From an optimization exercise on the open Yosys and OpenROAD flow, aimed at small area, a short achievable clock period and few clock cycles per item; shortcuts taken in it are not production practice. Function was checked by simulation only, so behaviour that the tests miss may differ from the original.

== 04-05 ==
// esckm_top
module esckm_top (
    input  wire logic        aclk,
    input  wire logic        aresetn,
    input  wire logic        s_valid,
    output logic             s_ready,
    input  wire logic        s_cmd,
    input  wire logic [6:0]  s_entry_index,
    input  wire logic [7:0]  s_pattern_byte0,
    input  wire logic [7:0]  s_pattern_byte1,
    input  wire logic [7:0]  s_pattern_byte2,
    input  wire logic [7:0]  s_pattern_byte3,
    input  wire logic [7:0]  s_pattern_byte4,
    input  wire logic [2:0]  s_pattern_length,
    input  wire logic [1:0]  s_keycode_count,
    input  wire logic [7:0]  s_first_keycode,
    input  wire logic [7:0]  s_second_keycode,
    input  wire logic [7:0]  s_key_byte,
    output logic             m_valid,
    input  wire logic        m_ready,
    output logic             m_result_kind,
    output logic [7:0]       m_keycode,
    output logic             m_last_of_run,
    input  wire logic        psel,
    input  wire logic        penable,
    input  wire logic        pwrite,
    input  wire logic [2:0]  paddr,
    input  wire logic [31:0] pwdata,
    output logic      [31:0] prdata,
    output logic             pready
);
Size in the first run: roughly 11000 cells after synthesis, ~4300 flip-flops.
Settings: LEC_CHECK=0, CAP_MARGIN=20, CORE_MARGIN=2, CORE_UTILIZATION=35, PLACE_DENSITY=0.42, SETUP_SLACK_MARGIN=2.5, SLEW_MARGIN=20; clock period 5.5 ns.
standard.sh (not shown) runs the stock make flow with config.mk's settings and CLKGATE_MAP_FILE= SYNTH_SCRIPT=/design/flow/synth_recipe.tcl, a recipe that flattens the netlist after the stock synthesis.
==> flow/flow/run.sh <==
#!/bin/bash
# Standard layout (the standard.sh, ORFS synth .. finish) with one change:
# the port buffers that global placement inserts are buf_4 cells instead of
# the cell buffer_ports picks by default (a delay buffer), so the output
# ports are driven by a regular buffer. Every port is still buffered.
set -euo pipefail
bash standard.sh finish "BUFFER_PORTS_ARGS=-buffer_cell sky130_fd_sc_hd__buf_4" > flow_make.log 2>&1
04-05 finished end to end and its layout was clean on timing, DRC and antenna.
Testbench counts of 04-05, summed over its fixed seeds: cycles 1,962, keys 1,935.
[inputs] 02-04 vs 04-05
--- a/flow/design.v
+++ b/flow/design.v
@@ -162,19 +162,19 @@
     input  wire logic                          psel,
     input  wire logic                          penable,
     input  wire logic                          pwrite,
     input  wire logic [esckm_pkg::PADDR_W-1:0] paddr,
     input  wire logic [31:0]                   pwdata,
     output logic      [31:0]                   prdata,
     output logic                               pready
 );
     localparam int N  = 64;
-    localparam int QD = 9;
+    localparam int QD = 10;
     logic [7:0] entries_in_use;
     esckm_apb u_apb (
         .aclk           (aclk),
         .aresetn        (aresetn),
         .psel           (psel),
         .penable        (penable),
         .pwrite         (pwrite),
         .paddr          (paddr),
         .pwdata         (pwdata),
@@ -340,50 +340,56 @@
             kv        <= acc_key;
             pos_oh    <= pos_new;
             pos_ahead <= acc_key ? {pos_new[3:0], 1'b0} : pos_new;
         end
         m0 <= m0_next;
         ma <= ma_next;
         if (kv) cand <= cand_next;
     end
     logic [N-1:0] comp_first;
-    logic [7:0]   comp_grp, grp_first;
+    logic [7:0]   comp_grp;
     always_comb begin
         for (int g = 0; g < 8; g++) begin
             comp_grp[g] = |comp[8*g +: 8];
-        end
-        for (int g = 0; g < 8; g++) begin
-            grp_first[g] = comp_grp[g] && ((comp_grp & ((8'd1 << g) - 8'd1)) == 8'd0);
             for (int i = 0; i < 8; i++) begin
-                comp_first[8*g+i] = grp_first[g] && comp[8*g+i] &&
+                comp_first[8*g+i] = comp[8*g+i] &&
                                     ((comp[8*g +: 8] & ((8'd1 << i) - 8'd1)) == 8'd0);
             end
         end
     end
     logic         rv;
     logic         r_err;
     logic [N-1:0] r_comp;
+    logic [7:0]   r_grp;
     always_ff @(posedge aclk) begin
         if (!aresetn) begin
             rv <= 1'b0;
         end else begin
             rv <= kv && (any_comp || !any_hit);
         end
         r_err  <= !any_hit;
         r_comp <= comp_first;
+        r_grp  <= comp_grp;
     end
+    logic [7:0]       grp_first;
     logic [19:0]      sel_data;
     logic [1:0]       sel_cnt;
     logic [7:0]       sel_k0, sel_k1;
     always_comb begin
         sel_data = 20'd0;
-        for (int j = 0; j < N; j++) begin
-            sel_data = sel_data | ({20{r_comp[j]}} & {t_code[j], t_key1[j], t_key0[j]});
+        for (int g = 0; g < 8; g++) begin
+            logic [19:0] d;
+            grp_first[g] = r_grp[g] && ((r_grp & ((8'd1 << g) - 8'd1)) == 8'd0);
+            d = 20'd0;
+            for (int i = 0; i < 8; i++) begin
+                d = d | ({20{r_comp[8*g+i]}} & {t_code[8*g+i], t_key1[8*g+i], t_key0[8*g+i]});
+            end
+            sel_data = sel_data | ({20{grp_first[g]}} & d);
         end
         sel_k0  = sel_data[7:0];
         sel_k1  = sel_data[15:8];
         sel_cnt = (sel_data[17:16] == 2'd3) ? sel_data[19:18] : sel_data[17:16];
     end
     logic [1:0]           push_cnt;
     esckm_pkg::out_item_t item0, item1;
     always_comb begin
         item1.result_kind = esckm_pkg::KIND_KEY;
Notes after the runs:
02-04 reached the final stage; the timing, DRC and antenna checks on its layout passed.
Slew at the pin closest to its max-slew limit (lower): 04-05
Fraction of synthesized cell area in xor and xnor cells across 02-04 and 04-05: no real change.
Re count of buffers not belonging to the clock network in the layout: 02-04 is about 33% down on 04-05.
02-04 -> 04-05: clock network area share flat
In 02-04 the final antenna diode count turned out 2 lower than in 04-05.
Testbench counts of 02-04, summed over its fixed seeds: cycles 1,959, keys 1,935.

==> what the ideal ports hide <==
Ports are ideal in the flow. The routed layouts listed here were re-timed in OpenROAD.
Step 1 sets driving cells, clkbuf_16 on the clock port and buf_2 on the other inputs (assumed; they add their load-dependent delay and slew).
Step 2 moves the port delays by t, midway between the first and last clock arrival at a register: inputs arrive t later, outputs are due t later. That takes back most of the time a late clock gives input paths.
Slacks: ideal / step 1 / step 2; pairs: ideal / step 1.
run	t, ns	setup slack, ns	hold slack, ns	clock arrival spread, ns	pins driven straight from the clock port
04-05	1.162	2.066 / 2.066 / 1.439	0.089 / 0.020 / 0.521	0.104 / 0.104	1
02-04	1.137	2.189 / 2.189 / 1.741	0.151 / 0.064 / 0.527	0.073 / 0.073	1
After both steps setup and hold are still met in every run listed. The setup slack of 04-05, which loses most, moves by 0.000 ns with the drivers and by -0.627 ns with both steps.
